Background: an optimization exercise with open tools, aiming at small area, a short achievable clock period and few clock cycles. Do not read the settings as production practice. At most, simulation tests tie the RTL to the original design; equivalence was not proved. Only the layout flow was run in runs 1 and 2; the RTL was not checked for function there. No activity file was given, so power comes from the tool's default toggle rates.

### flow/run.sh
#!/bin/bash
set -euo pipefail
bash standard.sh SETUP_SLACK_MARGIN=7 "BUFFER_PORTS_ARGS=-buffer_cell sky130_fd_sc_hd__buf_1" finish > standard_make.log 2>&1
### standard.sh
#!/bin/bash
# synth_recipe.tcl (not shown) runs the flow's synth.tcl, then flattens the netlist and writes it again
# the make line also repeats each setting of config.mk as NAME=value (left out here)
make -C /OpenROAD-flow-scripts/flow DESIGN_CONFIG=/design/flow/config.mk WORK_HOME=/design/flow/orfs CLKGATE_MAP_FILE= SYNTH_SCRIPT=/design/flow/synth_recipe.tcl "${@:-finish}"
### config.mk
export PLATFORM = sky130hd
export DESIGN_NAME = usb_audio_unpack_volume
export DESIGN_NICKNAME = usb_audio_unpack_volume
export VERILOG_FILES = /design/flow/design.v
export SDC_FILE = /design/flow/constraint.sdc
export NUM_CORES = 4
export LEC_CHECK = 0
export CAP_MARGIN = 20
export CORE_MARGIN = 2
export CORE_UTILIZATION = 40
export SETUP_SLACK_MARGIN = 5
export SLEW_MARGIN = 20
### constraint.sdc
create_clock -name core_clock -period 10.0 [get_ports {clk}]
set_input_delay 2.0000 -clock core_clock [delete_from_list [all_inputs] [get_ports {clk}]]
set_output_delay 2.0000 -clock core_clock [all_outputs]
set_load 0.01 [all_outputs]
### design.v
`timescale 1ns / 1ps
`default_nettype none
package uavol_pkg;
  localparam int VOLUME_STEPS = 101;
  localparam int GAIN_IDX_W   = $clog2(VOLUME_STEPS);
  localparam int GAIN_W       = 30;
  localparam int GAIN_SHIFT   = 29;
  localparam logic [1:0] CFG_RESOLUTION   = 2'd0;
  localparam logic [1:0] CFG_LEFT_VOLUME  = 2'd1;
  localparam logic [1:0] CFG_RIGHT_VOLUME = 2'd2;
  localparam logic [1:0] RES_16   = 2'd0;
  localparam logic [1:0] RES_24   = 2'd1;
  localparam logic [1:0] RES_32   = 2'd2;
  localparam logic [1:0] RES_NONE = 2'd3;
  typedef logic [GAIN_W-1:0] gain_t;
  function automatic gain_t gain_table(input logic [GAIN_IDX_W-1:0] idx);
    gain_t g;
    case (idx)
      7'd0: g = 30'h20000000;
      7'd1: g = 30'h1c8520af;
      7'd2: g = 30'h196b230b;
      7'd3: g = 30'h16a77dea;
      7'd4: g = 30'h1430cd74;
      7'd5: g = 30'h11feb33c;
      7'd6: g = 30'h1009b9cf;
      7'd7: g = 30'h0e4b3b63;
      7'd8: g = 30'h0cbd4b3f;
      7'd9: g = 30'h0b5aa19b;
      7'd10: g = 30'h0a1e89b1;
      7'd11: g = 30'h0904d1bd;
      7'd12: g = 30'h0809bcc3;
      7'd13: g = 30'h0729f5d9;
      7'd14: g = 30'h066284d5;
      7'd15: g = 30'h05b0c438;
      7'd16: g = 30'h05125831;
      7'd17: g = 30'h04852697;
      7'd18: g = 30'h04074fcb;
      7'd19: g = 30'h03972853;
      7'd20: g = 30'h03333333;
      7'd21: g = 30'h02da1cde;
      7'd22: g = 30'h028ab6b4;
      7'd23: g = 30'h0243f2fd;
      7'd24: g = 30'h0204e158;
      7'd25: g = 30'h01ccab86;
      7'd26: g = 30'h019a9294;
      7'd27: g = 30'h016dec56;
      7'd28: g = 30'h0146211f;
      7'd29: g = 30'h0122a9c2;
      7'd30: g = 30'h01030dc4;
      7'd31: g = 30'h00e6e1c6;
      7'd32: g = 30'h00cdc613;
      7'd33: g = 30'h00b76562;
      7'd34: g = 30'h00a373ae;
      7'd35: g = 30'h0091ad38;
      7'd36: g = 30'h0081d59e;
      7'd37: g = 30'h0073b70f;
      7'd38: g = 30'h00672194;
      7'd39: g = 30'h005bea6e;
      7'd40: g = 30'h0051eb85;
      7'd41: g = 30'h004902e3;
      7'd42: g = 30'h00411245;
      7'd43: g = 30'h0039feb2;
      7'd44: g = 30'h0033b022;
      7'd45: g = 30'h002e1127;
      7'd46: g = 30'h00290ea8;
      7'd47: g = 30'h002497a2;
      7'd48: g = 30'h00209ce9;
      7'd49: g = 30'h001d10f9;
      7'd50: g = 30'h0019e7c6;
      7'd51: g = 30'h00171693;
      7'd52: g = 30'h001493ce;
      7'd53: g = 30'h001256f0;
      7'd54: g = 30'h0010585e;
      7'd55: g = 30'h000e9152;
      7'd56: g = 30'h000cfbc3;
      7'd57: g = 30'h000b924e;
      7'd58: g = 30'h000a5028;
      7'd59: g = 30'h0009310b;
      7'd60: g = 30'h00083126;
      7'd61: g = 30'h00074d16;
      7'd62: g = 30'h000681d3;
      7'd63: g = 30'h0005ccab;
      7'd64: g = 30'h00052b36;
      7'd65: g = 30'h00049b50;
      7'd66: g = 30'h00041b10;
      7'd67: g = 30'h0003a8c3;
      7'd68: g = 30'h000342e4;
      7'd69: g = 30'h0002e818;
      7'd70: g = 30'h0002972d;
      7'd71: g = 30'h00024f0e;
      7'd72: g = 30'h00020ec7;
      7'd73: g = 30'h0001d57e;
      7'd74: g = 30'h0001a26f;
      7'd75: g = 30'h000174ee;
      7'd76: g = 30'h00014c60;
      7'd77: g = 30'h0001283b;
      7'd78: g = 30'h00010804;
      7'd79: g = 30'h0000eb4d;
      7'd80: g = 30'h0000d1b7;
      7'd81: g = 30'h0000bae8;
      7'd82: g = 30'h0000a695;
      7'd83: g = 30'h00009477;
      7'd84: g = 30'h00008452;
      7'd85: g = 30'h000075ee;
      7'd86: g = 30'h0000691b;
      7'd87: g = 30'h00005dad;
      7'd88: g = 30'h0000537d;
      7'd89: g = 30'h00004a68;
      7'd90: g = 30'h00004251;
      7'd91: g = 30'h00003b1b;
      7'd92: g = 30'h000034ad;
      7'd93: g = 30'h00002ef3;
      7'd94: g = 30'h000029d7;
      7'd95: g = 30'h0000254b;
      7'd96: g = 30'h0000213c;
      7'd97: g = 30'h00001d9f;
      7'd98: g = 30'h00001a66;
      7'd99: g = 30'h00001787;
      7'd100: g = 30'h000014f8;
      default: g = 30'h000014f8;
    endcase
    gain_table = g;
  endfunction
  function automatic logic [8:0] vol_code(input logic [15:0] vol);
    vol_code = {vol[15], ~vol[14:8], vol[7:0] == 8'd0};
  endfunction
  function automatic logic [GAIN_IDX_W-1:0] gain_index(input logic [8:0] code);
    logic [6:0] n;
    logic       z;
    logic       big;
    n   = code[7:1];
    z   = code[0];
    big = n[6] & n[5] & (n[4] | n[3] | n[2]) | (n == 7'd99) & z;   
    if (!code[8]) begin
      gain_index = '0;
    end else if (big) begin
      gain_index = GAIN_IDX_W'(VOLUME_STEPS - 1);
    end else begin
      gain_index = n + {6'd0, z};
    end
  endfunction
endpackage
`default_nettype wire
`timescale 1ns / 1ps
`default_nettype none
module uavol_unpack (
  input  wire logic                 clk,
  input  wire logic                 rst_n,
  input  wire logic                 in_valid,
  input  wire logic                 in_stall,
  input  wire logic [7:0]           in_data_byte,
  input  wire logic                 in_last_byte,
  input  wire logic                 cfg_wr_en,
  input  wire logic [1:0]           cfg_index,
  input  wire logic [15:0]          cfg_data,
  output logic                      emit,         
  output logic                      emit_here,    
  output logic                      vol_wr,       
  output logic                      e_acc,
  output logic                      l_acc,
  output logic                      e_no,
  output logic                      l_no,
  output logic [31:0]               frm_left,
  output logic [31:0]               frm_right,
  output logic                      frm_last,
  output logic [1:0]                frm_res_l,    
  output logic [1:0]                frm_res_r,
  output logic [6:0]                idx_l,        
  output logic [6:0]                idx_r
);
  logic [1:0]  res_r, res_nxt;
  logic [6:0]  idx_l_r, idx_r_r;
  logic        vol_wr_r;        
  logic        vol_ch_r;        
  logic [8:0]  vol_code_r;
  logic [2:0]  byte_pos_r, byte_pos_nxt;
  logic [23:0] partial_r, partial_nxt;
  logic [31:0] held_left_r, held_left_nxt;
  logic [1:0]  held_res_r, held_res_nxt;
  logic        accept;
  logic        unsupported;
  logic [1:0]  k;
  logic        second;
  logic        sample_done;
  logic [2:0]  pos_inc;
  logic [31:0] w_join;
  logic [31:0] w_sample;
  function automatic logic [6:0] pos_decode(input logic [1:0] res, input logic [2:0] p);
    case ({res, p})
      5'd0 : pos_decode = {2'd0, 1'b0, 1'b0, 3'd1};
      5'd1 : pos_decode = {2'd1, 1'b0, 1'b1, 3'd2};
      5'd2 : pos_decode = {2'd0, 1'b1, 1'b0, 3'd3};
      5'd3 : pos_decode = {2'd1, 1'b1, 1'b1, 3'd0};
      5'd4 : pos_decode = {2'd0, 1'b0, 1'b0, 3'd1};
      5'd5 : pos_decode = {2'd0, 1'b0, 1'b0, 3'd1};
      5'd6 : pos_decode = {2'd0, 1'b0, 1'b0, 3'd1};
      5'd7 : pos_decode = {2'd0, 1'b0, 1'b0, 3'd1};
      5'd8 : pos_decode = {2'd0, 1'b0, 1'b0, 3'd1};
      5'd9 : pos_decode = {2'd1, 1'b0, 1'b0, 3'd2};
      5'd10: pos_decode = {2'd2, 1'b0, 1'b1, 3'd3};
      5'd11: pos_decode = {2'd0, 1'b1, 1'b0, 3'd4};
      5'd12: pos_decode = {2'd1, 1'b1, 1'b0, 3'd5};
      5'd13: pos_decode = {2'd2, 1'b1, 1'b1, 3'd0};
      5'd14: pos_decode = {2'd0, 1'b0, 1'b0, 3'd1};
      5'd15: pos_decode = {2'd0, 1'b0, 1'b0, 3'd1};
      5'd16: pos_decode = {2'd0, 1'b0, 1'b0, 3'd1};
      5'd17: pos_decode = {2'd1, 1'b0, 1'b0, 3'd2};
      5'd18: pos_decode = {2'd2, 1'b0, 1'b0, 3'd3};
      5'd19: pos_decode = {2'd3, 1'b0, 1'b1, 3'd4};
      5'd20: pos_decode = {2'd0, 1'b1, 1'b0, 3'd5};
      5'd21: pos_decode = {2'd1, 1'b1, 1'b0, 3'd6};
      5'd22: pos_decode = {2'd2, 1'b1, 1'b0, 3'd7};
      5'd23: pos_decode = {2'd3, 1'b1, 1'b1, 3'd0};
      default: pos_decode = {2'd0, 1'b0, 1'b0, 3'd0};   
    endcase
  endfunction
  assign accept = in_valid && !in_stall;
  always_comb begin
    res_nxt = res_r;
    if (cfg_wr_en && cfg_index == uavol_pkg::CFG_RESOLUTION) res_nxt = cfg_data[1:0];
  end
  assign vol_wr = cfg_wr_en && (cfg_index == uavol_pkg::CFG_LEFT_VOLUME ||
                                cfg_index == uavol_pkg::CFG_RIGHT_VOLUME);
  always_ff @(posedge clk) begin
    if (!rst_n) begin
      res_r    <= uavol_pkg::RES_16;
      idx_l_r  <= '0;
      idx_r_r  <= '0;
      vol_wr_r <= 1'b0;
    end else begin
      res_r    <= res_nxt;
      vol_wr_r <= vol_wr;
      if (vol_wr_r && !vol_ch_r) idx_l_r <= uavol_pkg::gain_index(vol_code_r);
      if (vol_wr_r &&  vol_ch_r) idx_r_r <= uavol_pkg::gain_index(vol_code_r);
    end
  end
  always_ff @(posedge clk) begin
    vol_ch_r   <= cfg_index == uavol_pkg::CFG_RIGHT_VOLUME;
    vol_code_r <= uavol_pkg::vol_code(cfg_data);
  end
  always_comb begin
    unsupported = (res_r == uavol_pkg::RES_NONE);
    {k, second, sample_done, pos_inc} = pos_decode(res_r, byte_pos_r);
    w_join      = {8'd0, partial_r} | ({24'd0, in_data_byte} << {k, 3'd0});
    w_sample    = w_join;
    emit_here   = !unsupported && sample_done && second;
    emit        = accept && emit_here;
  end
  always_comb begin
    byte_pos_nxt  = byte_pos_r;
    partial_nxt   = partial_r;
    held_left_nxt = held_left_r;
    held_res_nxt  = held_res_r;
    if (accept) begin
      byte_pos_nxt = pos_inc;
      if (unsupported || sample_done || in_last_byte) begin
        partial_nxt = '0;
      end else if (k == 2'd0) begin
        partial_nxt = {16'd0, in_data_byte};
      end else begin
        partial_nxt = partial_r | ({16'd0, in_data_byte} << {k, 3'd0});
      end
      if (!unsupported && sample_done && !second) begin
        held_left_nxt = w_sample;
        held_res_nxt  = res_r;
      end
      if (in_last_byte) begin
        byte_pos_nxt = 3'd0;
      end
    end
  end
  always_ff @(posedge clk) begin
    if (!rst_n) begin
      byte_pos_r  <= '0;
      partial_r   <= '0;
      held_left_r <= '0;
      held_res_r  <= '0;
    end else begin
      byte_pos_r  <= byte_pos_nxt;
      partial_r   <= partial_nxt;
      held_left_r <= held_left_nxt;
      held_res_r  <= held_res_nxt;
    end
  end
  function automatic logic ends_frame(input logic [1:0] res, input logic [2:0] p);
    ends_frame = res != uavol_pkg::RES_NONE && p == {res, 1'b1} + 3'd2;
  endfunction
  function automatic logic ends_left(input logic [1:0] res, input logic [2:0] p);
    ends_left = res != uavol_pkg::RES_NONE && p == {1'b0, res} + 3'd1;
  endfunction
  logic res_wr;
  always_comb begin
    res_wr = cfg_wr_en && cfg_index == uavol_pkg::CFG_RESOLUTION;
    e_acc  = res_wr ? pos_inc[0] && pos_inc[2:1] != 2'd0       : ends_frame(res_r, pos_inc);
    l_acc  = res_wr ? pos_inc[2] == 1'b0 && pos_inc[1:0] != 2'd0 : ends_left(res_r, pos_inc);
    e_no   = res_wr ? byte_pos_r[0] && byte_pos_r[2:1] != 2'd0  : ends_frame(res_r, byte_pos_r);
    l_no   = res_wr ? byte_pos_r[2] == 1'b0 && byte_pos_r[1:0] != 2'd0 : ends_left(res_r, byte_pos_r);
  end
  assign frm_res_l  = held_res_r;
  assign frm_res_r  = res_r;
  assign frm_left   = held_left_r;
  assign frm_right  = w_sample;
  assign frm_last   = in_last_byte;
  assign idx_l      = idx_l_r;
  assign idx_r      = idx_r_r;
endmodule
`default_nettype wire
`timescale 1ns / 1ps
`default_nettype none
module uavol_scale (
  input  wire logic               clk,
  input  wire logic               rst_n,
  input  wire logic               load,
  input  wire logic [31:0]        frm_left,
  input  wire logic [31:0]        frm_right,
  input  wire logic               frm_last,
  input  wire logic [1:0]         frm_res_l,
  input  wire logic [1:0]         frm_res_r,
  input  wire logic [6:0]         idx_l,
  input  wire logic [6:0]         idx_r,
  output logic                    free_ahead,
  output logic                    held_free_ahead,
  output logic                    out_valid,
  input  wire logic               out_stall,
  output logic signed [31:0]      out_left_sample,
  output logic signed [31:0]      out_right_sample,
  output logic                    out_last_frame
);
  logic                  full_r, full_nxt;
  logic                  first_r;               
  logic [2:0]            rem_l_r;               
  logic [2:0]            rem_r_r;
  logic [1:0]            pos_l_r;               
  logic [31:0]           buf_r_r;
  logic [6:0]            idx_r_r;               
  uavol_pkg::gain_t      gain_r;                
  logic [11:0]           dig_r;                 
  logic                  last_r;
  logic                  out_valid_r, out_valid_nxt;
  logic [31:0]           out_left_r;
  logic                  out_last_r;
  logic                  hold;
  logic                  step;
  logic                  step_l, step_r;
  logic                  switch;
  logic                  done;
  uavol_pkg::gain_t      rom_gain;
  logic [8:0]            left_window;
  function automatic logic [2:0] booth(input logic [2:0] b);
    booth = {b[2], (b[2] & ~b[1] & ~b[0]) | (~b[2] & b[1] & b[0]), b[1] ^ b[0]};
  endfunction
  function automatic logic [11:0] booth4(input logic [8:0] w);
    booth4 = {booth(w[8:6]), booth(w[6:4]), booth(w[4:2]), booth(w[2:0])};
  endfunction
  function automatic logic [31:0] urow(input logic [2:0] d, input uavol_pkg::gain_t g);
    logic [30:0] m;
    m    = ({31{d[0]}} & {1'b0, g}) | ({31{d[1]}} & {g, 1'b0});
    urow = {~d[2], m ^ {31{d[2]}}};
  endfunction
  function automatic logic [79:0] mac(input logic [39:0] s, input logic [39:0] c,
                                      input logic n3, input logic first,
                                      input logic [11:0] d, input uavol_pkg::gain_t g);
    logic [39:0] sh, ch, u0, u1, u2, u3, s1a, c1a, s1b, c1b, s2, c2, so, co;
    logic [9:0]  low;
    logic [1:0]  c8;
    low = {2'b0, s[7:0]} + {2'b0, c[7:0]} + {3'b0, n3, 6'b0};
    c8  = first ? 2'b0 : low[9:8];
    sh  = first ? 40'h0080000000 : {8'b0, s[39:8]};
    ch  = first ? 40'h0 : {8'b0, c[39:8]};
    u0  = {8'b01010101, urow(d[2:0], g)};
    u1  = {6'b0, urow(d[5:3], g), c8[1], d[2]};
    u2  = {4'b0, urow(d[8:6], g), 1'b0, d[5], 2'b0};
    u3  = {2'b0, urow(d[11:9], g), 1'b0, d[8], 4'b0};
    s1a = u0 ^ u1 ^ u2;
    c1a = {(u0[38:0] & u1[38:0] | u0[38:0] & u2[38:0] | u1[38:0] & u2[38:0]), c8[0]};
    s1b = u3 ^ sh ^ ch;
    c1b = {(u3[38:0] & sh[38:0] | u3[38:0] & ch[38:0] | sh[38:0] & ch[38:0]), 1'b0};
    s2  = s1a ^ c1a ^ s1b;
    c2  = {(s1a[38:0] & c1a[38:0] | s1a[38:0] & s1b[38:0] | c1a[38:0] & s1b[38:0]), 1'b0};
    so  = s2 ^ c2 ^ c1b;
    co  = {(s2[38:0] & c2[38:0] | s2[38:0] & c1b[38:0] | c2[38:0] & c1b[38:0]), 1'b0};
    mac = {so, co};
  endfunction
  logic [39:0] sum_r, car_r;        
  logic        n3_r;
  logic        pend_l_r, pend_r_r;   
  logic [31:0] out_right_r;
  logic [36:0] result;
  assign result = sum_r[36:0] + car_r[36:0] + {30'd0, n3_r, 6'd0};
  logic last_pos;     
  logic boundary;     
  assign last_pos = rem_l_r == 3'd0 && rem_r_r == 3'd1;
  assign boundary = !full_r || last_pos;
  assign hold     = out_valid_r && out_stall;
  assign step     = full_r && !hold;
  assign step_l   = step && rem_l_r != 3'd0;
  assign step_r   = step && rem_l_r == 3'd0;
  assign switch   = step_l && rem_l_r == 3'd1;
  assign done     = step && last_pos;
  always_comb begin
    full_nxt      = load || (full_r && !done);
    out_valid_nxt = pend_r_r || hold;
  end
  always_comb begin
    logic fa_h, hfa_h, fa_s, hfa_s;
    fa_h  = !full_r;
    hfa_h = !full_r || rem_l_r[2:1] == 2'd0;
    fa_s  = boundary || (rem_l_r[2:1] == 2'd0 &&
                         (rem_l_r[0] ? rem_r_r[2:1] == 2'd0 : rem_r_r <= 3'd2) && !pend_r_r);
    hfa_s = boundary || rem_l_r <= 3'd2 || (rem_l_r == 3'd3 && !pend_r_r);
    free_ahead      = hold ? fa_h  : fa_s;
    held_free_ahead = hold ? hfa_h : hfa_s;
  end
  always_comb begin
    case (pos_l_r)
      2'd1:    left_window = frm_left[15:7];
      2'd2:    left_window = frm_left[23:15];
      default: left_window = frm_left[31:23];
    endcase
  end
  assign rom_gain = uavol_pkg::gain_table((full_r && rem_l_r == 3'd1) ? idx_r_r : idx_l);
  always_ff @(posedge clk) begin
    if (!rst_n) begin
      full_r      <= 1'b0;
      out_valid_r <= 1'b0;
      pend_l_r    <= 1'b0;
      pend_r_r    <= 1'b0;
    end else begin
      full_r      <= full_nxt;
      out_valid_r <= out_valid_nxt;
      if (!hold) begin
        pend_l_r <= switch;
        pend_r_r <= done;
      end
    end
  end
  always_ff @(posedge clk) begin
    if (load || step_l) rem_l_r <= boundary ? {1'b0, frm_res_l} + 3'd2 : rem_l_r - 3'd1;
    if (load || step_r) rem_r_r <= boundary ? {1'b0, frm_res_r} + 3'd2 : rem_r_r - 3'd1;
    if (load || step_l) pos_l_r <= boundary ? 2'd1 : pos_l_r + 2'd1;
    if (load || step_r) buf_r_r <= boundary ? frm_right : {8'd0, buf_r_r[31:8]};
    if (load) begin
      idx_r_r <= idx_r;
      last_r  <= frm_last;
    end
    if (!full_r || !hold && (rem_l_r == 3'd1 || last_pos)) gain_r <= rom_gain;
    if (load || step) begin
      if (boundary)              dig_r <= booth4({frm_left[7:0], 1'b0});
      else if (rem_l_r == 3'd1)  dig_r <= booth4({buf_r_r[7:0], 1'b0});
      else if (rem_l_r != 3'd0)  dig_r <= booth4(left_window);
      else                       dig_r <= booth4(buf_r_r[15:7]);
      first_r <= boundary || rem_l_r == 3'd1;
    end
    if (step) begin
      {sum_r, car_r} <= mac(sum_r, car_r, n3_r, first_r, dig_r, gain_r);
      n3_r           <= dig_r[11];
    end
    if (pend_l_r && !hold) out_left_r  <= result[36:5];
    if (pend_r_r && !hold) out_right_r <= result[36:5];
    if (done) out_last_r <= last_r;
  end
  assign out_valid        = out_valid_r;
  assign out_left_sample  = out_left_r;
  assign out_right_sample = out_right_r;
  assign out_last_frame   = out_last_r;
endmodule
`default_nettype wire
`timescale 1ns / 1ps
`default_nettype none
module usb_audio_unpack_volume (
  input  wire logic               clk,
  input  wire logic               rst_n,
  input  wire logic               in_valid,
  output logic                    in_stall,
  input  wire logic [7:0]         in_data_byte,
  input  wire logic               in_last_byte,
  output logic                    out_valid,
  input  wire logic               out_stall,
  output logic signed [31:0]      out_left_sample,
  output logic signed [31:0]      out_right_sample,
  output logic                    out_last_frame,
  input  wire logic               cfg_wr_en,
  input  wire logic [1:0]         cfg_index,
  input  wire logic [15:0]        cfg_data
);
  logic             in_stall_r;
  logic             emit;
  logic             emit_here;
  logic             vol_wr;
  logic             e_acc, l_acc, e_no, l_no;
  logic             free_ahead;
  logic             held_free_ahead;
  logic             accept;
  logic [31:0]      frm_left;
  logic [31:0]      frm_right;
  logic             frm_last;
  logic [1:0]       frm_res_l;
  logic [1:0]       frm_res_r;
  logic [6:0]       idx_l;
  logic [6:0]       idx_r;
  always_ff @(posedge clk) begin
    if (!rst_n) begin
      in_stall_r <= 1'b0;
    end else begin
      if (accept) in_stall_r <= !emit_here && (e_acc && (!free_ahead || vol_wr) || l_acc && !held_free_ahead);
      else        in_stall_r <= e_no && (!free_ahead || vol_wr) || l_no && !held_free_ahead;
    end
  end
  assign in_stall = in_stall_r;
  assign accept   = in_valid && !in_stall_r;
  uavol_unpack u_unpack (
    .clk          (clk),
    .rst_n        (rst_n),
    .in_valid     (in_valid),
    .in_stall     (in_stall_r),
    .in_data_byte (in_data_byte),
    .in_last_byte (in_last_byte),
    .cfg_wr_en    (cfg_wr_en),
    .cfg_index    (cfg_index),
    .cfg_data     (cfg_data),
    .emit         (emit),
    .emit_here    (emit_here),
    .vol_wr       (vol_wr),
    .e_acc        (e_acc),
    .l_acc        (l_acc),
    .e_no         (e_no),
    .l_no         (l_no),
    .frm_left     (frm_left),
    .frm_right    (frm_right),
    .frm_last     (frm_last),
    .frm_res_l    (frm_res_l),
    .frm_res_r    (frm_res_r),
    .idx_l        (idx_l),
    .idx_r        (idx_r)
  );
  uavol_scale u_scale (
    .clk              (clk),
    .rst_n            (rst_n),
    .load             (emit),
    .frm_left         (frm_left),
    .frm_right        (frm_right),
    .frm_last         (frm_last),
    .frm_res_l        (frm_res_l),
    .frm_res_r        (frm_res_r),
    .idx_l            (idx_l),
    .idx_r            (idx_r),
    .free_ahead       (free_ahead),
    .held_free_ahead  (held_free_ahead),
    .out_valid        (out_valid),
    .out_stall        (out_stall),
    .out_left_sample  (out_left_sample),
    .out_right_sample (out_right_sample),
    .out_last_frame   (out_last_frame)
  );
endmodule
`default_nettype wire
==> PnR_summary.wiki, run 1 <==
{| class="wikitable"
! Metric !! Value
|-
| Status || no timing/DRC/antenna violations
|-
| Cell count after synthesis || between 2k and 3k
|-
| CP max stage delay || roughly 0.44 ns
|-
| Data required time at the worst endpoint || roughly 10 ns
|-
| Count of pins over their slew limit || 0
|-
| Fin crit share || 0.336
|-
| Number of nets still failing antenna checks after routing || 0
|-
| Global routing met1 resource utilization || 0.274
|-
| Type of element launching the critical path || flop
|-
| Number of core rows || around 90
|-
| Core Footprint || between 50000 and 60000 um^2
|-
| Net count after synthesis || roughly 2.8k
|-
| Most used DFF post-synth || sky130_fd_sc_hd__edfxtp_1
|-
| Overall die height || between 200 and 250 um
|-
| Signed area change from the synthesized netlist to the final layout || 17.1%
|-
| Number of port buffers || 98
|-
| Standard cell area after detailed placement || about 25000 um^2
|-
| Largest fanout of any net on the critical path || 2
|-
| Met3 demand-to-capacity share in global routing || 0.0377
|-
| Top Ports || 99
|-
| Slowest cell on the critical path || sky130_fd_sc_hd__fa_1
|-
| Final routed DRC violation total || 0
|-
| Number of buffers added by the clock tree synthesis step || 41
|-
| Max Clk Rate || 0.298 GHz
|-
| Vias after detailed routing || approximately 20k
|-
| Type of the setup path with the least slack || flop to flop
|-
| Ratio of routed vias to standard cells || approximately 5.8
|-
| GRT Max-Usage Layer || met2
|-
| Summed negative setup slack over all endpoints || 0 ns
|-
| Worst min-delay path class || flop to flop
|-
| Max rail drop VDD || around 0.13 mV
|-
| Initial DRC count || approximately 1.6k
|-
| Sinks on the clock net || between 300 and 400
|-
| Power density of the placed cells || around 130 nW/um^2
|-
| Final weighted congestion in routability-driven placement || 0.956
|-
| Leakage Power || around 0.011 uW
|-
| Worst-case clock skew || between 0.02 and 0.025 ns
|-
| Layout cell share with drive strength beyond 1 || 0.165
|-
| Final Non-Filler Cells || roughly 3.4k
|-
| Avg Synthesized Cell Area || between 9 and 10 um^2
|-
| Total routing resource utilization after global routing || 0.221
|-
| Cell seen most often among critical-path stages || sky130_fd_sc_hd__fa_2
|-
| CTS root buf || sky130_fd_sc_hd__clkbuf_16
|-
| Arrival @ worst endpoint || around 3.7 ns
|-
| Critical path endpoint category || flop
|-
| Headroom to the max-slew limit || 0.343
|-
| Post-route cell area || approximately 28000 um^2
|-
| Yosys cell types || between 80 and 90
|-
| H-Tree Level Count || 2
|-
| Die extent in x || 249 um
|-
| Post-synthesis sequential area ratio || 0.366
|-
| Async set or reset register ratio after synthesis || 0
|-
| Final-report hold violation count || 0
|-
| Count of final setup violators || 0
|-
| Setup repair after global routing missed its margin || yes
|-
| Transition at the pin with the smallest max-transition slack || around 0.99 ns
|-
| Detailed-placement wirelength estimate || around 47000 um
|-
| Total routed wirelength || 71400 um
|-
| Max_cap viols || 0
|-
| CTS Buffer Depth || 3
|-
| Post-DR wirelength/cell || roughly 21 um
|-
| Fill cell count || roughly 5.5k
|-
| Crit-path cells || ha_2, fa_2, a41o_1, a21oi_2, nand3_1, o21a_1, o21ai_1, o211ai_1, nor3_2, nand2_1, fa_1, inv_1, fa_2
|-
| Die Outline Area || just over 60000 um^2
|-
| Number of antenna violations at the first check in global routing || 1
|-
| Total placed cells including tap cells || around 3.2k
|-
| TritonCTS clock tree || yes
|-
| Synthesized area || ~24000 um^2
|-
| Number of flops mapped to enable cells by yosys || 230
|-
| Flip-flop and latch count after synthesis || 323
|-
| # nets final || approximately 2.9k
|-
| Starting density of the core || 0.405
|-
| Post-route setup slack || 6.64 ns
|-
| Largest net degree at the start of global routing || 84
|-
| Latest clock arrival within the worst-skew pair || between 0.5 and 0.6 ns
|-
| First-pass GRT wire length || approximately 110000 um
|-
| Via count of the first global-routing pass || slightly below 20k
|-
| Clk slew on worst S/H paths || approximately 0.060 ns
|-
| Warning count from the yosys run || 3
|-
| Global-route congestion overflow total || 0
|-
| GR Util met2 || 0.379
|-
| Final period demand of the worst path || roughly 3.4 ns
|-
| Pre-CTS WS || between 5 and 6 ns
|-
| Detailed-router iteration count before antenna repair || 6
|}
layer usage:
layer	up-vias	wire length (um)
met2	832	34000
met5	-	0
met1	9450	29000
met4	0	3140
met3	207	5160
li1	9037	-
logic make-up (layout without fill, tap and decap cells):
family | after synthesis | in the layout | share of synthesized area
and+or+nand+nor | 646 | 646 | 0.125
adders and majority gates | 247 | 247 | 0.167
buffers and inverters | 393 | 478 | 0.0655
DFF | 323 | 323 | 0.366
muxes | 22 | 22 | 0.0122
other | 0 | 1 | 0
xor gates and xnor gates | 183 | 183 | 0.0669
AOI/OAI and AO/OA | 709 | 709 | 0.198
synth_stat cells, types with 6 or more instances:
library cell,instances,area share
sky130_fd_sc_hd__o31ai_1,9,0.0028
sky130_fd_sc_hd__xor2_1,28,0.010
sky130_fd_sc_hd__o311ai_0,12,0.0044
sky130_fd_sc_hd__a211oi_1,31,0.0097
sky130_fd_sc_hd__a311oi_1,9,0.0033
sky130_fd_sc_hd__a22oi_1,154,0.048
sky130_fd_sc_hd__dfxtp_1,93,0.078
sky130_fd_sc_hd__o22ai_1,8,0.0021
sky130_fd_sc_hd__o21ai_0,127,0.027
sky130_fd_sc_hd__nor3b_1,6,0.0019
sky130_fd_sc_hd__buf_1,24,0.0038
sky130_fd_sc_hd__nand4_1,10,0.0026
sky130_fd_sc_hd__and2_1,27,0.0070
sky130_fd_sc_hd__clkbuf_2,17,0.0035
sky130_fd_sc_hd__nand2b_1,17,0.0044
sky130_fd_sc_hd__mux2_2,6,0.0028
sky130_fd_sc_hd__a21boi_0,12,0.0038
sky130_fd_sc_hd__inv_1,188,0.029
sky130_fd_sc_hd__a221o_1,10,0.0042
sky130_fd_sc_hd__buf_2,32,0.0067
sky130_fd_sc_hd__nor2b_1,59,0.015
sky130_fd_sc_hd__ha_1,126,0.066
sky130_fd_sc_hd__a31oi_1,22,0.0057
sky130_fd_sc_hd__fa_1,121,0.10
sky130_fd_sc_hd__nor3_1,46,0.0096
sky130_fd_sc_hd__a21o_1,15,0.0047
sky130_fd_sc_hd__o211ai_1,21,0.0066
sky130_fd_sc_hd__a221oi_1,13,0.0047
sky130_fd_sc_hd__clkbuf_1,123,0.019
sky130_fd_sc_hd__edfxtp_1,230,0.29
sky130_fd_sc_hd__a21oi_1,174,0.036
sky130_fd_sc_hd__mux2i_1,9,0.0038
sky130_fd_sc_hd__nor2_1,159,0.025
sky130_fd_sc_hd__nand3_1,31,0.0065
sky130_fd_sc_hd__nand2_1,248,0.039
sky130_fd_sc_hd__a32oi_1,7,0.0026
sky130_fd_sc_hd__xnor2_1,155,0.057
sky130_fd_sc_hd__and3_1,10,0.0026
sky130_fd_sc_hd__o211a_1,25,0.010
sky130_fd_sc_hd__o21a_1,8,0.0025
worst max-delay path: cells and delay by family, from the launching register on:
| kind | cells | cell delay, ns |
|---|---|---|
| buffers and inverters | 1 | 0.08 |
| adder cells (fa/ha/maj) | 4 | 1.42 |
| flip-flops | 1 | 0.37 |
| AO/OA/AOI/OAI | 5 | 0.77 |
| AND/OR/NAND/NOR | 3 | 0.45 |
cells in the final DEF, fill, tap and decap left out, types with 15 or more instances in the layout:
master / netlist / layout
sky130_fd_sc_hd__buf_1: 24 / 38
sky130_fd_sc_hd__nor2_1: 159 / 142
sky130_fd_sc_hd__clkbuf_16: 0 / 47
sky130_fd_sc_hd__ha_1: 126 / 103
sky130_fd_sc_hd__a22oi_2: 0 / 31
sky130_fd_sc_hd__nand2_1: 248 / 231
sky130_fd_sc_hd__a21oi_1: 174 / 167
sky130_fd_sc_hd__xor2_1: 28 / 27
sky130_fd_sc_hd__nand3_1: 31 / 28
sky130_fd_sc_hd__buf_4: 3 / 73
sky130_fd_sc_hd__a21o_1: 15 / 15
sky130_fd_sc_hd__a22oi_1: 154 / 123
sky130_fd_sc_hd__a31oi_1: 22 / 21
sky130_fd_sc_hd__nor2b_1: 59 / 57
sky130_fd_sc_hd__edfxtp_1: 230 / 230
sky130_fd_sc_hd__a211oi_1: 31 / 26
sky130_fd_sc_hd__buf_6: 3 / 21
sky130_fd_sc_hd__dfxtp_1: 93 / 90
sky130_fd_sc_hd__and2_1: 27 / 23
sky130_fd_sc_hd__o211a_1: 25 / 25
sky130_fd_sc_hd__fa_1: 121 / 119
sky130_fd_sc_hd__clkbuf_2: 17 / 56
sky130_fd_sc_hd__inv_1: 188 / 181
sky130_fd_sc_hd__nor3_1: 46 / 40
sky130_fd_sc_hd__o211ai_1: 21 / 21
sky130_fd_sc_hd__xnor2_1: 155 / 154
sky130_fd_sc_hd__o21ai_0: 127 / 117
state kept, by name, indices dropped and copies added, names as in the netlist, 9 cells and up:
signal	flops
u_scale.sum_r	36
u_scale.buf_r_r	32
u_unpack.vol_code_r	9
u_scale.out_right_r	32
u_unpack.held_left_r	32
u_scale.car_r	37
u_unpack.partial_r	24
u_scale.out_left_r	32
u_scale.gain_r	30
u_scale.dig_r	12
power breakdown:
group | total (uW) | leakage [uW] | switching, uW | internal [uW]
Clock | 1450 | 0.000652 | 600 | 850
Combinational | 729 | 0.00738 | 422 | 307
Sequential | 1560 | 0.00292 | 45.8 | 1510
Total | 3740 | 0.0110 | 1070 | 2670
repair_timing:
item                                    4_1_cts  5_1_grt
hold buffers                                  0        0
setup buffers                                54       32
pin swaps                                    14       23
gates resized for setup                     119      157
endpoints found under the setup margin      286      244
gates cloned                                  1        3
final cells by class:
class	count	area (um^2)	area share
clock buffer	57	1170	0.0417
clock inverter	19	148	0.00526
sequential	323	8770	0.312
multi-input combinational	1807	14600	0.520
antenna	1	2.50	0.0000891
timing repair buffer	211	1660	0.0592
inverter	191	753	0.0268
tap	773	967	0.0344
per-stage QoR:
step / hold slack [ns] / power, uW / utilization
6_report: 0.420 / 3740 / 0.475
2_1_floorplan: 0.400 / 2100 / -
3_5_place_dp: 0.414 / 2290 / 0.421
4_1_cts: 0.423 / 3760 / 0.461
5_1_grt: 0.434 / 3930 / 0.475
3_3_place_gp: 0.403 / 2260 / 0.421
final timing paths:
kind	slack (ns)	start	depth (start not counted)	endpoint
max reg2reg	6.64	u_scale.sum_r[3]	13	u_scale.sum_r[2]
max	6.64	u_scale.sum_r[3]	13	u_scale.sum_r[2]
min	0.42	u_scale.last_r	0	u_scale.out_last_r
min reg2reg	0.42	u_scale.last_r	0	u_scale.out_last_r
==> run 2, diff against run 1 <==
--- a/design.v
+++ b/design.v
@@ -121,17 +121,14 @@
     endcase
     gain_table = g;
   endfunction
-  function automatic logic [8:0] vol_code(input logic [15:0] vol);
-    vol_code = {vol[15], ~vol[14:8], vol[7:0] == 8'd0};
-  endfunction
-  function automatic logic [GAIN_IDX_W-1:0] gain_index(input logic [8:0] code);
+  function automatic logic [GAIN_IDX_W-1:0] gain_index(input logic [15:0] vol);
     logic [6:0] n;
     logic       z;
     logic       big;
-    n   = code[7:1];
-    z   = code[0];
+    n   = ~vol[14:8];
+    z   = vol[7:0] == 8'd0;
     big = n[6] & n[5] & (n[4] | n[3] | n[2]) | (n == 7'd99) & z;   
-    if (!code[8]) begin
+    if (!vol[15]) begin
       gain_index = '0;
     end else if (big) begin
       gain_index = GAIN_IDX_W'(VOLUME_STEPS - 1);
@@ -155,7 +152,6 @@
   input  wire logic [15:0]          cfg_data,
   output logic                      emit,         
   output logic                      emit_here,    
-  output logic                      vol_wr,       
   output logic                      e_acc,
   output logic                      l_acc,
   output logic                      e_no,
@@ -170,9 +166,7 @@
 );
   logic [1:0]  res_r, res_nxt;
   logic [6:0]  idx_l_r, idx_r_r;
-  logic        vol_wr_r;        
-  logic        vol_ch_r;        
-  logic [8:0]  vol_code_r;
+  logic [6:0]  cfg_idx;
   logic [2:0]  byte_pos_r, byte_pos_nxt;
   logic [23:0] partial_r, partial_nxt;
   logic [31:0] held_left_r, held_left_nxt;
@@ -219,25 +213,18 @@
     res_nxt = res_r;
     if (cfg_wr_en && cfg_index == uavol_pkg::CFG_RESOLUTION) res_nxt = cfg_data[1:0];
   end
-  assign vol_wr = cfg_wr_en && (cfg_index == uavol_pkg::CFG_LEFT_VOLUME ||
-                                cfg_index == uavol_pkg::CFG_RIGHT_VOLUME);
+  assign cfg_idx = uavol_pkg::gain_index(cfg_data);
   always_ff @(posedge clk) begin
     if (!rst_n) begin
-      res_r    <= uavol_pkg::RES_16;
-      idx_l_r  <= '0;
-      idx_r_r  <= '0;
-      vol_wr_r <= 1'b0;
+      res_r   <= uavol_pkg::RES_16;
+      idx_l_r <= '0;
+      idx_r_r <= '0;
     end else begin
-      res_r    <= res_nxt;
-      vol_wr_r <= vol_wr;
-      if (vol_wr_r && !vol_ch_r) idx_l_r <= uavol_pkg::gain_index(vol_code_r);
-      if (vol_wr_r &&  vol_ch_r) idx_r_r <= uavol_pkg::gain_index(vol_code_r);
+      res_r <= res_nxt;
+      if (cfg_wr_en && cfg_index == uavol_pkg::CFG_LEFT_VOLUME)  idx_l_r <= cfg_idx;
+      if (cfg_wr_en && cfg_index == uavol_pkg::CFG_RIGHT_VOLUME) idx_r_r <= cfg_idx;
     end
   end
-  always_ff @(posedge clk) begin
-    vol_ch_r   <= cfg_index == uavol_pkg::CFG_RIGHT_VOLUME;
-    vol_code_r <= uavol_pkg::vol_code(cfg_data);
-  end
   always_comb begin
     unsupported = (res_r == uavol_pkg::RES_NONE);
     {k, second, sample_done, pos_inc} = pos_decode(res_r, byte_pos_r);
@@ -291,8 +278,10 @@
   logic res_wr;
   always_comb begin
     res_wr = cfg_wr_en && cfg_index == uavol_pkg::CFG_RESOLUTION;
-    e_acc  = res_wr ? pos_inc[0] && pos_inc[2:1] != 2'd0       : ends_frame(res_r, pos_inc);
-    l_acc  = res_wr ? pos_inc[2] == 1'b0 && pos_inc[1:0] != 2'd0 : ends_left(res_r, pos_inc);
+    e_acc  = !in_last_byte && (res_wr ? pos_inc[0] && pos_inc[2:1] != 2'd0
+                                      : ends_frame(res_r, pos_inc));
+    l_acc  = !in_last_byte && (res_wr ? pos_inc[2] == 1'b0 && pos_inc[1:0] != 2'd0
+                                      : ends_left(res_r, pos_inc));
     e_no   = res_wr ? byte_pos_r[0] && byte_pos_r[2:1] != 2'd0  : ends_frame(res_r, byte_pos_r);
     l_no   = res_wr ? byte_pos_r[2] == 1'b0 && byte_pos_r[1:0] != 2'd0 : ends_left(res_r, byte_pos_r);
   end
@@ -331,6 +320,7 @@
   logic [2:0]            rem_l_r;               
   logic [2:0]            rem_r_r;
   logic [1:0]            pos_l_r;               
+  logic [8:0]            top_l_r;               
   logic [31:0]           buf_r_r;
   logic [6:0]            idx_r_r;               
   uavol_pkg::gain_t      gain_r;                
@@ -389,10 +379,13 @@
   assign result = sum_r[36:0] + car_r[36:0] + {30'd0, n3_r, 6'd0};
   logic last_pos;     
   logic boundary;     
+  logic freeze;       
+  logic pend_last_r;  
   assign last_pos = rem_l_r == 3'd0 && rem_r_r == 3'd1;
   assign boundary = !full_r || last_pos;
   assign hold     = out_valid_r && out_stall;
-  assign step     = full_r && !hold;
+  assign freeze   = hold && (pend_l_r || pend_r_r);
+  assign step     = full_r && !freeze;
   assign step_l   = step && rem_l_r != 3'd0;
   assign step_r   = step && rem_l_r == 3'd0;
   assign switch   = step_l && rem_l_r == 3'd1;
@@ -402,21 +395,19 @@
     out_valid_nxt = pend_r_r || hold;
   end
   always_comb begin
-    logic fa_h, hfa_h, fa_s, hfa_s;
-    fa_h  = !full_r;
-    hfa_h = !full_r || rem_l_r[2:1] == 2'd0;
-    fa_s  = boundary || (rem_l_r[2:1] == 2'd0 &&
-                         (rem_l_r[0] ? rem_r_r[2:1] == 2'd0 : rem_r_r <= 3'd2) && !pend_r_r);
-    hfa_s = boundary || rem_l_r <= 3'd2 || (rem_l_r == 3'd3 && !pend_r_r);
-    free_ahead      = hold ? fa_h  : fa_s;
-    held_free_ahead = hold ? hfa_h : hfa_s;
+    logic       full_a, pl_a, pr_a, sure;
+    logic [2:0] rl_a, rr_a;
+    full_a = full_r && !done;
+    rl_a   = step_l ? rem_l_r - 3'd1 : rem_l_r;
+    rr_a   = step_r ? rem_r_r - 3'd1 : rem_r_r;
+    pl_a   = freeze ? pend_l_r : switch;
+    pr_a   = freeze ? pend_r_r : done;
+    sure   = !((pl_a || pr_a) && out_valid_nxt);
+    free_ahead      = !full_a || (rl_a == 3'd0 && rr_a == 3'd1 && sure);
+    held_free_ahead = !full_a || rl_a <= 3'd2 || (rl_a == 3'd3 && sure);
   end
   always_comb begin
-    case (pos_l_r)
-      2'd1:    left_window = frm_left[15:7];
-      2'd2:    left_window = frm_left[23:15];
-      default: left_window = frm_left[31:23];
-    endcase
+    left_window = pos_l_r[1] ? frm_left[23:15] : frm_left[15:7];
   end
   assign rom_gain = uavol_pkg::gain_table((full_r && rem_l_r == 3'd1) ? idx_r_r : idx_l);
   always_ff @(posedge clk) begin
@@ -428,7 +419,7 @@
     end else begin
       full_r      <= full_nxt;
       out_valid_r <= out_valid_nxt;
-      if (!hold) begin
+      if (!freeze) begin
         pend_l_r <= switch;
         pend_r_r <= done;
       end
@@ -442,11 +433,17 @@
     if (load) begin
       idx_r_r <= idx_r;
       last_r  <= frm_last;
+      case (frm_res_l)
+        2'd0:    top_l_r <= frm_left[15:7];
+        2'd1:    top_l_r <= frm_left[23:15];
+        default: top_l_r <= frm_left[31:23];
+      endcase
     end
-    if (!full_r || !hold && (rem_l_r == 3'd1 || last_pos)) gain_r <= rom_gain;
+    if (!full_r || !freeze && (rem_l_r == 3'd1 || last_pos)) gain_r <= rom_gain;
     if (load || step) begin
       if (boundary)              dig_r <= booth4({frm_left[7:0], 1'b0});
       else if (rem_l_r == 3'd1)  dig_r <= booth4({buf_r_r[7:0], 1'b0});
+      else if (rem_l_r == 3'd2)  dig_r <= booth4(top_l_r);
       else if (rem_l_r != 3'd0)  dig_r <= booth4(left_window);
       else                       dig_r <= booth4(buf_r_r[15:7]);
       first_r <= boundary || rem_l_r == 3'd1;
@@ -456,8 +453,11 @@
       n3_r           <= dig_r[11];
     end
     if (pend_l_r && !hold) out_left_r  <= result[36:5];
-    if (pend_r_r && !hold) out_right_r <= result[36:5];
-    if (done) out_last_r <= last_r;
+    if (pend_r_r && !hold) begin
+      out_right_r <= result[36:5];
+      out_last_r  <= pend_last_r;
+    end
+    if (done) pend_last_r <= last_r;
   end
   assign out_valid        = out_valid_r;
   assign out_left_sample  = out_left_r;
@@ -486,7 +486,6 @@
   logic             in_stall_r;
   logic             emit;
   logic             emit_here;
-  logic             vol_wr;
   logic             e_acc, l_acc, e_no, l_no;
   logic             free_ahead;
   logic             held_free_ahead;
@@ -502,8 +501,8 @@
     if (!rst_n) begin
       in_stall_r <= 1'b0;
     end else begin
-      if (accept) in_stall_r <= !emit_here && (e_acc && (!free_ahead || vol_wr) || l_acc && !held_free_ahead);
-      else        in_stall_r <= e_no && (!free_ahead || vol_wr) || l_no && !held_free_ahead;
+      if (accept) in_stall_r <= !emit_here && (e_acc && !free_ahead || l_acc && !held_free_ahead);
+      else        in_stall_r <= e_no && !free_ahead || l_no && !held_free_ahead;
     end
   end
   assign in_stall = in_stall_r;
@@ -520,7 +519,6 @@
     .cfg_data     (cfg_data),
     .emit         (emit),
     .emit_here    (emit_here),
-    .vol_wr       (vol_wr),
     .e_acc        (e_acc),
     .l_acc        (l_acc),
     .e_no         (e_no),
==> PnR_summary.wiki, run 2 <==
{| class="wikitable"
! Metric !! Value
|-
| Global-route congestion overflow total || 0 (unchanged)
|-
| Detailed-router iteration count before antenna repair || 6 (unchanged)
|-
| Sequential share of power || 0.423 (+0.006)
|-
| First-pass GRT wire length || 115000 um (+4.8%)
|-
| Net Sw Frac || 0.280 (-0.00542)
|-
| Final-report hold violation count || 0 (unchanged)
|-
| # nets final || 2951 (+3.4%)
|-
| Max rail drop VDD || 0.114 mV (-14%)
|-
| Logic pwr share || 0.180 (-0.015)
|-
| Number of flops mapped to enable cells by yosys || 240 (+4.3%)
|-
| Synthesized area || 24300 um^2 (+1.2%)
|-
| Avg Synthesized Cell Area || 9.55 um^2 (+0.54%)
|-
| Commonest cells in the synthesized netlist || sky130_fd_sc_hd__nand2_1 (272), sky130_fd_sc_hd__edfxtp_1 (240), sky130_fd_sc_hd__a21oi_1 (172)
|-
| Sinks on the clock net || 322 (-0.31%)
|-
| Largest area contributor in the netlist || sky130_fd_sc_hd__edfxtp_1
|-
| Vias after detailed routing || 20.3k (+3.9%)
|-
| Leakage Power || 0.0117 uW (+6.4%)
|-
| Flip-flop and latch count after synthesis || 322 (-0.31%)
|-
| Worst min-delay path class || flop to flop
|-
| Async set or reset register ratio after synthesis || 0 (unchanged)
|-
| Yosys cell types || 94 (+8.0%)
|-
| Detailed-placement wirelength estimate || 48800 um (+2.8%)
|-
| Die extent in x || 250 um (+0.59%)
|-
| Post-synthesis sequential area ratio || 0.365 (-0.00109)
|-
| Power dissipated by switching net loads || 1020 uW (-4.8%)
|-
| Synth top area share || 0.297 (+0.00891)
|-
| Signed area change from the synthesized netlist to the final layout || 23.7%
|-
| Number of buffers added by the clock tree synthesis step || 40 (-2.4%)
|-
| Layout cell share with drive strength beyond 1 || 0.227 (+0.0619)
|-
| Cells taking the most area after synthesis || sky130_fd_sc_hd__edfxtp_1 (30%), sky130_fd_sc_hd__fa_1 (10%), sky130_fd_sc_hd__dfxtp_1 (6.8%)
|-
| Overall die height || 250 um (+0.59%)
|-
| Count of pins over their slew limit || 0 (unchanged)
|-
| Starting density of the core || 0.404 (-0.00191)
|-
| Number of cells on the worst hold path || 0 (unchanged)
|-
| Latest clock arrival within the worst-skew pair || 0.59 ns (about the same)
|-
| Summed negative setup slack over all endpoints || 0 ns (unchanged)
|-
| Number of nets still failing antenna checks after routing || 0 (unchanged)
|-
| Status || no timing/DRC/antenna violations
|-
| Type of element launching the critical path || input port
|-
| Warning count from the yosys run || 3 (unchanged)
|-
| Via count of the first global-routing pass || 19.7k (+0.98%)
|-
| Ratio of routed vias to standard cells || 5.81 (+0.71%)
|-
| Max Clk Rate || 0.301 GHz (+1.2%)
|-
| Transition at the pin with the smallest max-transition slack || 1.06 ns (+0.0761 ns)
|-
| Net count after synthesis || 2813 (+0.39%)
|-
| CTS root buf || sky130_fd_sc_hd__clkbuf_16
|-
| Die Outline Area || 62700 um^2 (+1.2%)
|-
| Clk slew on worst S/H paths || 0.06 ns (about the same)
|-
| Initial DRC count || 1966 (+21%)
|-
| Headroom to the max-slew limit || 0.292 (-0.0507)
|-
| Dominant cell by count in the synthesized netlist || sky130_fd_sc_hd__nand2_1
|-
| Setup repair after global routing missed its margin || yes
|-
| Data required time at the worst endpoint || 10.46 ns (+0.16 ns)
|-
| Final weighted congestion in routability-driven placement || 0.970 (+1.5%)
|-
| Number of port buffers || 98 (unchanged)
|-
| Largest fanout of any net on the critical path || 2 (unchanged)
|-
| Core Footprint || 60100 um^2 (+1.7%)
|-
| Number of core rows || 90 (+1.1%)
|-
| Number of flip-flops in the largest register || 37 (unchanged)
|-
| Clk network pwr share || 0.397 (+0.009)
|-
| TritonCTS clock tree || yes
|-
| Number of antenna violations at the first check in global routing || 0 (-1)
|-
| Fill cell count || 5550 (+0.60%)
|-
| Internal cell power || 2610 uW (-2.2%)
|-
| Final routed DRC violation total || 0 (unchanged)
|-
| Most used DFF post-synth || sky130_fd_sc_hd__edfxtp_1
|-
| Total routed wirelength || 77600 um (+8.8%)
|-
| Final period demand of the worst path || 3.32 ns (-0.0398 ns)
|-
| Critical path endpoint category || flop
|-
| Top Ports || 99 (unchanged)
|-
| Fin crit share || 0.332 (-0.00398)
|-
| Most common cell after layout, fill and taps aside || sky130_fd_sc_hd__nand2_1
|-
| Worst-case clock skew || 0.0254 ns (+0.00405 ns)
|-
| Type of the setup path with the least slack || input port to flop
|-
| Number of cells on the worst reg-to-reg path || 11 (-2)
|-
| Max_cap viols || 0 (unchanged)
|-
| Largest net degree at the start of global routing || 75 (-11%)
|-
| Total routing resource utilization after global routing || 0.233 (+0.0111)
|-
| Power density of the placed cells || 121 nW/um^2 (-9.2%)
|-
| Commonest non-fill, non-tap cells in the layout || sky130_fd_sc_hd__nand2_1 (244), sky130_fd_sc_hd__edfxtp_1 (240), sky130_fd_sc_hd__a21oi_1 (159)
|-
| Arrival @ worst endpoint || 3.78 ns (+0.12 ns)
|-
| Count of final setup violators || 0 (unchanged)
|-
| Post-DR wirelength/cell || 22.3 um (+5.5%)
|-
| Post-route worst hold slack || 0.415 ns (-0.00505 ns)
|-
| CTS Buffer Depth || 3 (unchanged)
|-
| Number of antenna diodes || 0 (-1)
|-
| Cell count after synthesis || 2540 (+0.67%)
|-
| H-Tree Level Count || 2 (unchanged)
|}
-- run 2: cell count changes in the layout (fill, tap and decap cells not counted), sizes merged, moves of 9 or more --
| cell | change |
|---|---|
| o21ai | +10 |
| edfxtp | +10 |
| nand4 | -9 |
| nor2b | +11 |
| nand2 | +24 |
| buf | +75 |
| inv | -23 |
| a31oi | +10 |
| dfxtp | -11 |
| mux2i | +16 |
| a221o | -9 |
-- run 2: path summary, 6_finish.rpt --
path / endpoint / startpoint / slack (ns)
worst max-delay path: u_unpack.idx_l_r[5] / cfg_data[2] / 6.68
worst min-delay path: u_scale.out_last_r / u_scale.pend_last_r / 0.41
worst max register to register: u_scale.out_left_r[31] / u_scale.sum_r[6] / 6.82
worst min register to register: u_scale.out_last_r / u_scale.pend_last_r / 0.41
-- run 2: power by group through the flow --
stage               Sequential (uW)  Clock [uW]  Combinational [uW]
floorplan                      1530           0                 445
global placement               1560           0                 565
detailed placement             1560           0                 580
CTS                            1530        1470                 612
global route                   1540        1520                 740
finish                         1540        1440                 652
-- run 2: metrics by stage --
stage                util  instances  worst slack [ns]  area (um^2)  total power [uW]
floorplan               -       2540              5.76        24600              1980
global placement    0.419       3238              5.11        25200              2130
detailed placement  0.419       3239              5.04        25200              2140
CTS                 0.470       3407              6.66        28300              3610
global route        0.499       3489              6.61        30000              3800
finish              0.499       3489              6.68        30000              3630
-- run 2: what timing repair did --
action / 4_1_cts / 5_1_grt
pin swaps: 58 / 127
setup buffers: 88 / 69
gates resized for setup: 161 / 256
setup endpoints to repair: 371 / 365
hold buffers: 0 / 0
cloned: 9 / 13
-- run 2: worst max-delay path: stages --
cell,delay (ns)
sky130_fd_sc_hd__buf_1,0.07
sky130_fd_sc_hd__or4_4,0.54
sky130_fd_sc_hd__nor2_4,0.15
sky130_fd_sc_hd__ha_4,0.15
sky130_fd_sc_hd__nand2_2,0.05
sky130_fd_sc_hd__or4b_4,0.47
sky130_fd_sc_hd__and3_4,0.16
sky130_fd_sc_hd__mux2i_1,0.13
sky130_fd_sc_hd__nor2b_1,0.06
-- run 2: per-layer routing --
layer | vias to the layer above | share of wire | GRT usage | routed length (um)
met3 | 250 | 0.080 | 0.0466 | 6190
met2 | 934 | 0.47 | 0.385 | 36800
met4 | 0 | 0.046 | 0.0956 | 3590
met5 | - | 0 | 0 | 0
li1 | 9290 | - | - | -
met1 | 9813 | 0.40 | 0.298 | 31100
-- run 2: layout make-up --
cell class	instances	area [um^2]	area share
sequential	322	8850	0.295
multi-input combinational	1854	15600	0.519
timing repair buffer	292	2640	0.0878
tap	782	978	0.0326
inverter	167	687	0.0229
timing repair inverter	1	8.76	0.000292
clock inverter	15	200	0.00667
clock buffer	56	1080	0.0360
-- run 2: cells by family (layout without fill, tap and decap cells) --
family / after synthesis / in the layout / synth area share
mux: 41 / 43 / 0.0207
buf+inv: 371 / 531 / 0.0620
flops: 322 / 322 / 0.365
xor+xnor: 184 / 184 / 0.0664
fa+ha+maj: 243 / 243 / 0.163
simple gates: 665 / 670 / 0.126
compound gates: 714 / 714 / 0.197
==> run 3, diff against run 2 <==
--- a/design.v
+++ b/design.v
@@ -381,6 +381,21 @@
   logic boundary;     
   logic freeze;       
   logic pend_last_r;  
+  logic        b_occ_r;
+  logic [31:0] b_right_r;
+  logic [8:0]  b_byte0_r, b_top_r;
+  logic [6:0]  b_idx_l_r, b_idx_r_r;
+  logic        b_last_r;
+  logic [1:0]  b_res_l_r, b_res_r_r;
+  logic        cur_free;     
+  logic        cur_load;     
+  logic        b_write;      
+  logic [31:0] src_right;
+  logic [8:0]  src_byte0, src_top;
+  logic [6:0]  src_idx_r;
+  logic        src_last;
+  logic [1:0]  src_res_l, src_res_r;
+  logic [8:0]  new_top;
   assign last_pos = rem_l_r == 3'd0 && rem_r_r == 3'd1;
   assign boundary = !full_r || last_pos;
   assign hold     = out_valid_r && out_stall;
@@ -390,33 +405,63 @@
   assign step_r   = step && rem_l_r == 3'd0;
   assign switch   = step_l && rem_l_r == 3'd1;
   assign done     = step && last_pos;
+  assign cur_free = !full_r || done;
+  assign cur_load = cur_free && (b_occ_r || load);
+  assign b_write  = load && (b_occ_r || !cur_free);
   always_comb begin
-    full_nxt      = load || (full_r && !done);
+    case (frm_res_l)
+      2'd0:    new_top = frm_left[15:7];
+      2'd1:    new_top = frm_left[23:15];
+      default: new_top = frm_left[31:23];
+    endcase
+    src_right = b_occ_r ? b_right_r : frm_right;
+    src_byte0 = b_occ_r ? b_byte0_r : {frm_left[7:0], 1'b0};
+    src_top   = b_occ_r ? b_top_r   : new_top;
+    src_idx_r = b_occ_r ? b_idx_r_r : idx_r;
+    src_last  = b_occ_r ? b_last_r  : frm_last;
+    src_res_l = b_occ_r ? b_res_l_r : frm_res_l;
+    src_res_r = b_occ_r ? b_res_r_r : frm_res_r;
+  end
+  always_comb begin
+    full_nxt      = cur_load || (full_r && !done);
     out_valid_nxt = pend_r_r || hold;
   end
   always_comb begin
-    logic       full_a, pl_a, pr_a, sure;
+    logic       full_a, b_a, pl_a, pr_a, sure;
     logic [2:0] rl_a, rr_a;
-    full_a = full_r && !done;
-    rl_a   = step_l ? rem_l_r - 3'd1 : rem_l_r;
-    rr_a   = step_r ? rem_r_r - 3'd1 : rem_r_r;
+    if (cur_free && b_occ_r) begin
+      full_a = 1'b1;
+      b_a    = 1'b0;
+      rl_a   = {1'b0, b_res_l_r} + 3'd2;
+      rr_a   = {1'b0, b_res_r_r} + 3'd2;
+    end else begin
+      full_a = full_r && !done;
+      b_a    = b_occ_r;
+      rl_a   = step_l ? rem_l_r - 3'd1 : rem_l_r;
+      rr_a   = step_r ? rem_r_r - 3'd1 : rem_r_r;
+    end
     pl_a   = freeze ? pend_l_r : switch;
     pr_a   = freeze ? pend_r_r : done;
     sure   = !((pl_a || pr_a) && out_valid_nxt);
-    free_ahead      = !full_a || (rl_a == 3'd0 && rr_a == 3'd1 && sure);
-    held_free_ahead = !full_a || rl_a <= 3'd2 || (rl_a == 3'd3 && sure);
+    free_ahead      = !b_a || (full_a && rl_a == 3'd0 && rr_a == 3'd1 && sure);
+    held_free_ahead = (!full_a || rl_a <= 3'd2 || (rl_a == 3'd3 && sure)) &&
+                      !(b_a && b_res_l_r != 2'd0);
   end
   always_comb begin
     left_window = pos_l_r[1] ? frm_left[23:15] : frm_left[15:7];
   end
-  assign rom_gain = uavol_pkg::gain_table((full_r && rem_l_r == 3'd1) ? idx_r_r : idx_l);
+  assign rom_gain = uavol_pkg::gain_table((full_r && rem_l_r == 3'd1) ? idx_r_r :
+                                          (b_occ_r ? b_idx_l_r : idx_l));
   always_ff @(posedge clk) begin
     if (!rst_n) begin
       full_r      <= 1'b0;
       out_valid_r <= 1'b0;
       pend_l_r    <= 1'b0;
       pend_r_r    <= 1'b0;
+      b_occ_r     <= 1'b0;
     end else begin
+      if (b_write)                 b_occ_r <= 1'b1;
+      else if (cur_free && b_occ_r) b_occ_r <= 1'b0;
       full_r      <= full_nxt;
       out_valid_r <= out_valid_nxt;
       if (!freeze) begin
@@ -426,22 +471,28 @@
     end
   end
   always_ff @(posedge clk) begin
-    if (load || step_l) rem_l_r <= boundary ? {1'b0, frm_res_l} + 3'd2 : rem_l_r - 3'd1;
-    if (load || step_r) rem_r_r <= boundary ? {1'b0, frm_res_r} + 3'd2 : rem_r_r - 3'd1;
-    if (load || step_l) pos_l_r <= boundary ? 2'd1 : pos_l_r + 2'd1;
-    if (load || step_r) buf_r_r <= boundary ? frm_right : {8'd0, buf_r_r[31:8]};
-    if (load) begin
-      idx_r_r <= idx_r;
-      last_r  <= frm_last;
-      case (frm_res_l)
-        2'd0:    top_l_r <= frm_left[15:7];
-        2'd1:    top_l_r <= frm_left[23:15];
-        default: top_l_r <= frm_left[31:23];
-      endcase
+    if (cur_load || step_l) rem_l_r <= boundary ? {1'b0, src_res_l} + 3'd2 : rem_l_r - 3'd1;
+    if (cur_load || step_r) rem_r_r <= boundary ? {1'b0, src_res_r} + 3'd2 : rem_r_r - 3'd1;
+    if (cur_load || step_l) pos_l_r <= boundary ? 2'd1 : pos_l_r + 2'd1;
+    if (cur_load || step_r) buf_r_r <= boundary ? src_right : {8'd0, buf_r_r[31:8]};
+    if (cur_load) begin
+      idx_r_r <= src_idx_r;
+      last_r  <= src_last;
+      top_l_r <= src_top;
+    end
+    if (b_write) begin
+      b_right_r <= frm_right;
+      b_byte0_r <= {frm_left[7:0], 1'b0};
+      b_top_r   <= new_top;
+      b_idx_l_r <= idx_l;
+      b_idx_r_r <= idx_r;
+      b_last_r  <= frm_last;
+      b_res_l_r <= frm_res_l;
+      b_res_r_r <= frm_res_r;
     end
     if (!full_r || !freeze && (rem_l_r == 3'd1 || last_pos)) gain_r <= rom_gain;
-    if (load || step) begin
-      if (boundary)              dig_r <= booth4({frm_left[7:0], 1'b0});
+    if (cur_load || step) begin
+      if (boundary)              dig_r <= booth4(src_byte0);
       else if (rem_l_r == 3'd1)  dig_r <= booth4({buf_r_r[7:0], 1'b0});
       else if (rem_l_r == 3'd2)  dig_r <= booth4(top_l_r);
       else if (rem_l_r != 3'd0)  dig_r <= booth4(left_window);
==> run.sh (new file) <==
#!/bin/bash
# synth_recipe.tcl (not shown) runs the flow's synth.tcl, then flattens the netlist and writes it again
# the make line also repeats each setting of config.mk as NAME=value (left out here)
make -C /OpenROAD-flow-scripts/flow DESIGN_CONFIG=/design/flow/config.mk WORK_HOME=/design/flow/orfs CLKGATE_MAP_FILE= SYNTH_SCRIPT=/design/flow/synth_recipe.tcl finish
removed: flow/run.sh
removed: standard.sh
==> PnR_summary.wiki, run 3 <==
{| class="wikitable"
! Metric !! Value
|-
| Overall Power || 4110 uW (+13%)
|-
| Power density of the placed cells || 136 nW/um^2 (+12%)
|-
| Transition at the pin with the smallest max-transition slack || 1.17 ns (+0.107 ns)
|-
| Total routing resource utilization after global routing || 0.210 (-0.0225)
|-
| Avg Synthesized Cell Area || 9.85 um^2 (+3.1%)
|-
| Signed area change from the synthesized netlist to the final layout || 11.1%
|-
| Final routed DRC violation total || 0 (unchanged)
|-
| Detailed-router iteration count before antenna repair || 6 (unchanged)
|-
| Setup repair bufs after CTS || 0 (-100%)
|-
| Largest net degree at the start of global routing || 78 (+4.0%)
|-
| Commonest cells in the synthesized netlist || sky130_fd_sc_hd__nand2_1 (314), sky130_fd_sc_hd__edfxtp_1 (308), sky130_fd_sc_hd__inv_1 (183)
|-
| Max rail drop VDD || 0.131 mV (+15%)
|-
| Cell count after synthesis || 2766 (+8.9%)
|-
| Status || no timing/DRC/antenna violations
|-
| Number of nets still failing antenna checks after routing || 0 (unchanged)
|-
| Logic pwr share || 0.145 (-0.035)
|-
| Worst min-delay path class || flop to flop
|-
| Synthesized area || 27200 um^2 (+12%)
|-
| Xor/xnor share of the synthesized area || 0.0614 (-0.00500)
|-
| Sequential share of power || 0.453 (+0.030)
|-
| Final period demand of the worst path || 4.64 ns (+1.33 ns)
|-
| Number of flops mapped to enable cells by yosys || 308 (+28%)
|-
| # nets final || 3003 (+1.8%)
|-
| Data required time at the worst endpoint || 10.34 ns (-0.12 ns)
|-
| CTS root buf || sky130_fd_sc_hd__clkbuf_16
|-
| Net Sw Frac || 0.269 (-0.0116)
|-
| Die Outline Area || 70200 um^2 (+12%)
|-
| Crit path launch || u_scale.rem_l_r[0]
|-
| Largest area contributor in the netlist || sky130_fd_sc_hd__edfxtp_1
|-
| Share of the core filled with cells || 0.450 (-0.0494)
|-
| Initial DRC count || 1914 (-2.6%)
|-
| Total routed wirelength || 75000 um (-3.4%)
|-
| Final weighted congestion in routability-driven placement || 0.941 (-3.0%)
|-
| Most common cell after layout, fill and taps aside || sky130_fd_sc_hd__nand2_1
|-
| Cells taking the most area after synthesis || sky130_fd_sc_hd__edfxtp_1 (34%), sky130_fd_sc_hd__fa_1 (8.8%), sky130_fd_sc_hd__dfxtp_1 (6.1%)
|-
| Yosys cell types || 89 (-5.3%)
|-
| Number of core rows || 95 (+5.6%)
|-
| Largest fanout of any net on the critical path || 64 (+62)
|-
| Starting density of the core || 0.405 (+0.00135)
|-
| Number of antenna violations at the first check in global routing || 1 (+1)
|-
| Flip-flop and latch count after synthesis || 391 (+21%)
|-
| Max Clk Rate || 0.215 GHz (-29%)
|-
| Arrival @ worst endpoint || 4.98 ns (+1.20 ns)
|-
| Overall die height || 265 um (+5.9%)
|-
| Core Footprint || 67300 um^2 (+12%)
|-
| Summed negative setup slack over all endpoints || 0 ns (unchanged)
|-
| Headroom to the max-slew limit || 0.221 (-0.0713)
|-
| Adder-cell area share of the yosys netlist || 0.144 (-0.0186)
|-
| Die extent in x || 265 um (+5.9%)
|}
==> run 3: changes by cell type after synthesis, moves of 14 or more <==
cell,previous run,this run
sky130_fd_sc_hd__edfxtp_1,240,308
sky130_fd_sc_hd__nand2_1,272,314
sky130_fd_sc_hd__mux2i_1,23,59
sky130_fd_sc_hd__a22oi_1,154,120
sky130_fd_sc_hd__nor2b_1,67,35
sky130_fd_sc_hd__nor3b_1,7,31
sky130_fd_sc_hd__inv_1,163,183
sky130_fd_sc_hd__mux2_2,9,28
sky130_fd_sc_hd__a21boi_0,11,26
sky130_fd_sc_hd__o21ai_0,125,140
sky130_fd_sc_hd__nor2_1,160,174
==> run 3: path summary, 6_finish.rpt <==
| path | endpoint | slack, ns |
|---|---|---|
| worst max-delay path | u_scale.gain_r[4] | 5.36 |
| worst min-delay path | u_scale.pend_last_r | 0.43 |
| worst max register to register | u_scale.gain_r[4] | 5.36 |
| worst min register to register | u_scale.pend_last_r | 0.43 |
==> run 3: cell type report <==
class                      count  area [um^2]  share of cell area
antenna                        1         2.50           0.0000827
clock buffer                  68         1320              0.0434
multi-input combinational   1977        14800               0.489
timing repair buffer         129         1270              0.0418
clock inverter                16          179             0.00591
inverter                     186          698              0.0231
tap                          873         1090              0.0361
sequential                   391        10900               0.361
==> run 3: worst max-delay path, cell delays in order (launching register included) <==
cell	delay [ns]
sky130_fd_sc_hd__edfxtp_1	0.48
sky130_fd_sc_hd__ha_1	0.29
sky130_fd_sc_hd__nand3b_4	0.29
sky130_fd_sc_hd__mux2i_4	0.28
sky130_fd_sc_hd__buf_4	0.60
sky130_fd_sc_hd__inv_2	0.47
sky130_fd_sc_hd__buf_4	0.46
sky130_fd_sc_hd__nor2_1	0.49
sky130_fd_sc_hd__nand2_1	0.14
sky130_fd_sc_hd__a31oi_1	0.56
sky130_fd_sc_hd__a21oi_1	0.14
sky130_fd_sc_hd__nor2_1	0.10
sky130_fd_sc_hd__a21oi_1	0.06
==> run 3: cells by family after synthesis <==
logic type               Yosys count
AO/OA/AOI/OAI                    726
adder cells (fa/ha/maj)          242
flip-flops                       391
AND/OR/NAND/NOR                  725
buffers and inverters            398
XOR/XNOR                         191
multiplexers                      93
==> run 3: routing by layer <==
metal / track usage / vias up / part of all wire
met5: 0 / - / 0
met3: 0.0386 / 161 / 0.062
li1: - / 9777 / -
met1: 0.265 / 10107 / 0.42
met2: 0.361 / 740 / 0.48
met4: 0.0718 / 0 / 0.033
==> run 3: power by group through the flow <==
stage	sequential (uW)	combinational, uW	clock [uW]
global route	1860	681	1760
detailed placement	1890	601	0
global placement	1890	588	0
CTS	1860	603	1700
floorplan	1850	442	0
finish	1860	596	1650
==> run 3: stage by stage <==
stage                     hold WS (ns)  instances  area [um^2]  setup slack, ns
after floorplan                  0.400       2766        27200             5.22
after global placement           0.410       3550        28700             5.14
after detailed placement         0.410       3551        28700             5.07
after CTS                        0.429       3635        30200             5.50
after global routing             0.434       3640        30300             5.13
final                            0.429       3641        30300             5.36
Testbench counts of run 3, summed over its fixed seeds: cycles 19,044.

Setup slack of run 3, layout unchanged: 5.358 ns with ideal ports, 5.358 ns with driving cells assumed (clock clkbuf_16, inputs buf_2), 5.044 ns with port delays also shifted by the 0.661 ns mid clock arrival.
